Background: an optimization exercise with open tools, aiming at small area and a short achievable clock period. Do not read the settings as production practice.
Function was checked by simulation only, so behaviour that the tests miss may differ from the original.
Power figures rest on the tool's default switching activity, not on a simulated workload.

## region
module region (
    input  logic                                     clk,
    input  logic                                     rst_n,
    input  logic [4-1:0]                re,
    input  logic [2*4-1:0]              rsel,
    input  logic [5*4-1:0] raddr,
    input  logic [4-1:0]                we,
    input  logic [2*4-1:0]              wsel,
    input  logic [5*4-1:0] waddr,
    input  logic [16*4-1:0] wdata,
    output logic [4-1:0]                rvalid,
    output logic [16*4-1:0] rdata,
    output logic                                     empty,
    output logic                                     almostfull
);
Size in the first run: ~2800 cells after synthesis, about 1100 flip-flops, roughly 0.044 mm^2 of cells after synthesis.
==> module read_arbiter, before the edit <==
module read_arbiter (
    input  logic                                     clk,
    input  logic                                     rst_n,
    input  logic [4-1:0]                re,
    input  logic [2*4-1:0]              rsel,
    input  logic [5*4-1:0] raddr,
    output logic [4-1:0]                rvalid,
    output logic [16*4-1:0] rdata,
    output logic [(1<<5)-1:0]           ram_rrow,
    input  logic [16-1:0]                ram_rdata,
    output logic                                     fifo_re,
    input  logic [16-1:0]                fifo_rdata,
    input  logic                                     fifo_empty
);
    logic [4-1:0] ram_req;
    logic [4-1:0] fifo_req;
    logic [4-1:0] rvalid_q;
    logic [16-1:0] ram_word_q;
    logic [16-1:0] fifo_word_q;
    always_comb begin
        for (int c = 0; c < 4; c++) begin
            ram_req[c]  = re[c] && (rsel[2*c +: 2] == 2'd1);
            fifo_req[c] = re[c] && (rsel[2*c +: 2] == 2'd2);
        end
    end
    logic [4-1:0][(1<<5)-1:0] chan_row_n;
    for (genvar c = 0; c < 4; c++) begin : g_dec
        chan_row_dec i_chan_row_dec (
            .re    (re[c]),
            .rsel  (rsel[2*c +: 2]),
            .raddr (raddr[c*5 +: 5]),
            .row_n (chan_row_n[c])
        );
    end
    row_merge i_row_merge (
        .row_n (chan_row_n),
        .row   (ram_rrow)
    );
    assign fifo_re = |fifo_req && !fifo_empty;
    always_ff @(posedge clk) begin
        if (!rst_n) begin
            rvalid_q <= '0;
        end else begin
            for (int c = 0; c < 4; c++) begin
                rvalid_q[c] <= ram_req[c] || (fifo_req[c] && !fifo_empty);
            end
        end
    end
    always_ff @(posedge clk) begin
        ram_word_q  <= ram_rdata;
        fifo_word_q <= fifo_rdata;
    end
    assign rvalid = rvalid_q;
    for (genvar c = 0; c < 4; c++) begin : g_chan
        for (genvar b = 0; b < 16; b += 8) begin : g_slice
            rdata_slice i_slice (
                .clk       (clk),
                .from_ram  (ram_req[c]),
                .from_fifo (rsel[2*c + 1]),
                .ram_word  (ram_word_q[b +: 8]),
                .fifo_word (fifo_word_q[b +: 8]),
                .rdata     (rdata[c*16 + b +: 8])
            );
        end
    end
endmodule
==> module rdata_slice, before the edit <==
module rdata_slice (
    input  logic       clk,
    input  logic       from_ram,
    input  logic       from_fifo,
    input  logic [7:0] ram_word,
    input  logic [7:0] fifo_word,
    output logic [7:0] rdata
);
    logic from_ram_q;
    logic from_fifo_q;
    always_ff @(posedge clk) begin
        from_ram_q  <= from_ram;
        from_fifo_q <= from_fifo && !from_ram;
    end
    logic [7:0] ram_n;
    logic [7:0] fifo_n;
    word_and_n #(.W(8)) i_ram_gate (
        .en  (from_ram_q),
        .a   (ram_word),
        .y_n (ram_n)
    );
    word_and_n #(.W(8)) i_fifo_gate (
        .en  (from_fifo_q),
        .a   (fifo_word),
        .y_n (fifo_n)
    );
    word_nand2 #(.W(8)) i_nand2 (
        .a (ram_n),
        .b (fifo_n),
        .y (rdata)
    );
endmodule
clock: 4.0 ns
lec_check: 0
cap_margin: 20
core_margin: 2
core_utilization: 50
cts_cluster_diameter: 70
cts_cluster_size: 20
setup_slack_margin: 1.9
slew_margin: 20
synth_hierarchical: 1
standard.sh (not shown) runs the stock make flow with config.mk's settings and CLKGATE_MAP_FILE= SYNTH_SCRIPT=/design/flow/synth_recipe.tcl, a recipe that flattens the netlist after the stock synthesis.
==> flow/flow/run.sh <==
#!/bin/bash
# Layout flow: the standard ORFS flow (standard.sh), unchanged synthesis,
# with plain buffers on the ports instead of the delay cells buffer_ports
# picks by default, and a clock tree without dummy loads. Each step's output
# goes to a log of its own here.
set -euo pipefail
export BUFFER_PORTS_ARGS="-buffer_cell sky130_fd_sc_hd__buf_2"
export CTS_ARGS="-sink_clustering_enable -repair_clock_nets -sink_clustering_size 20 -sink_clustering_max_diameter 70 -dont_use_dummy_load"
bash standard.sh synth > synth.log 2>&1
bash standard.sh floorplan > floorplan.log 2>&1
bash standard.sh place > place.log 2>&1
bash standard.sh cts > cts.log 2>&1
bash standard.sh route > route.log 2>&1
bash standard.sh finish > finish.log 2>&1
Edit:
--- a/flow/design.v
+++ b/flow/design.v
@@ -247,20 +247,20 @@
     always_ff @(posedge clk) begin
         ram_word_q  <= ram_rdata;
         fifo_word_q <= fifo_rdata;
     end
     assign rvalid = rvalid_q;
     for (genvar c = 0; c < 4; c++) begin : g_chan
-        for (genvar b = 0; b < 16; b += 8) begin : g_slice
+        for (genvar b = 0; b < 16; b += 4) begin : g_slice
             rdata_slice i_slice (
                 .clk       (clk),
                 .from_ram  (ram_req[c]),
                 .from_fifo (rsel[2*c + 1]),
-                .ram_word  (ram_word_q[b +: 8]),
-                .fifo_word (fifo_word_q[b +: 8]),
-                .rdata     (rdata[c*16 + b +: 8])
+                .ram_word  (ram_word_q[b +: 4]),
+                .fifo_word (fifo_word_q[b +: 4]),
+                .rdata     (rdata[c*16 + b +: 4])
             );
         end
     end
 endmodule
 module chan_row_dec (
     input  logic                           re,
@@ -286,35 +286,35 @@
     end
 endmodule
 module rdata_slice (
     input  logic       clk,
     input  logic       from_ram,
     input  logic       from_fifo,
-    input  logic [7:0] ram_word,
-    input  logic [7:0] fifo_word,
-    output logic [7:0] rdata
+    input  logic [3:0] ram_word,
+    input  logic [3:0] fifo_word,
+    output logic [3:0] rdata
 );
     logic from_ram_q;
     logic from_fifo_q;
     always_ff @(posedge clk) begin
         from_ram_q  <= from_ram;
         from_fifo_q <= from_fifo && !from_ram;
     end
-    logic [7:0] ram_n;
-    logic [7:0] fifo_n;
-    word_and_n #(.W(8)) i_ram_gate (
+    logic [3:0] ram_n;
+    logic [3:0] fifo_n;
+    word_and_n #(.W(4)) i_ram_gate (
         .en  (from_ram_q),
         .a   (ram_word),
         .y_n (ram_n)
     );
-    word_and_n #(.W(8)) i_fifo_gate (
+    word_and_n #(.W(4)) i_fifo_gate (
         .en  (from_fifo_q),
         .a   (fifo_word),
         .y_n (fifo_n)
     );
-    word_nand2 #(.W(8)) i_nand2 (
+    word_nand2 #(.W(4)) i_nand2 (
         .a (ram_n),
         .b (fifo_n),
         .y (rdata)
     );
 endmodule
 module word_and_n #(
The new run finished with timing, DRC and antenna clean.
Wire length decreases by a few percent.
Fmax barely changes.
Critical path depth is unchanged.
Clock-buffer cell count goes down by 1.
Design area rose slightly.
Hold slack is better by 9.8 ps.
Worst setup slack is better by 5.0 ps.
Sequential power barely changes.

==> afterwards: timing with drivers on the ports <==
Ports are ideal in the flow. The routed layouts listed here were re-timed in OpenROAD.
Step 1 sets driving cells, clkbuf_16 on the clock port and buf_2 on the other inputs (assumed; they add their load-dependent delay and slew).
Step 2, shift: input delay + t, output delay - t, t = (earliest + latest rising clock arrival at the registers) / 2. This alone moves slack from input paths to output paths.
a / b / c = ideal ports / drivers / drivers and shift; a / b = the first two.
run | t, ns | setup WS [ns] | worst hold slack (ns) | clock arrival spread, ns | worst register clock-pin slew, ns
the first run | 0.684 | 1.811 / 1.747 / 1.166 | 0.380 / 0.345 / 0.394 | 0.089 / 0.089 | 0.09 / 0.09
the second run | 0.663 | 1.816 / 1.747 / 1.254 | 0.390 / 0.381 / 0.390 | 0.084 / 0.084 | 0.08 / 0.08
After both steps every run listed still meets setup and hold. For the first run, which loses most, drivers alone change the setup slack by -0.064 ns; drivers and shift together by -0.645 ns.
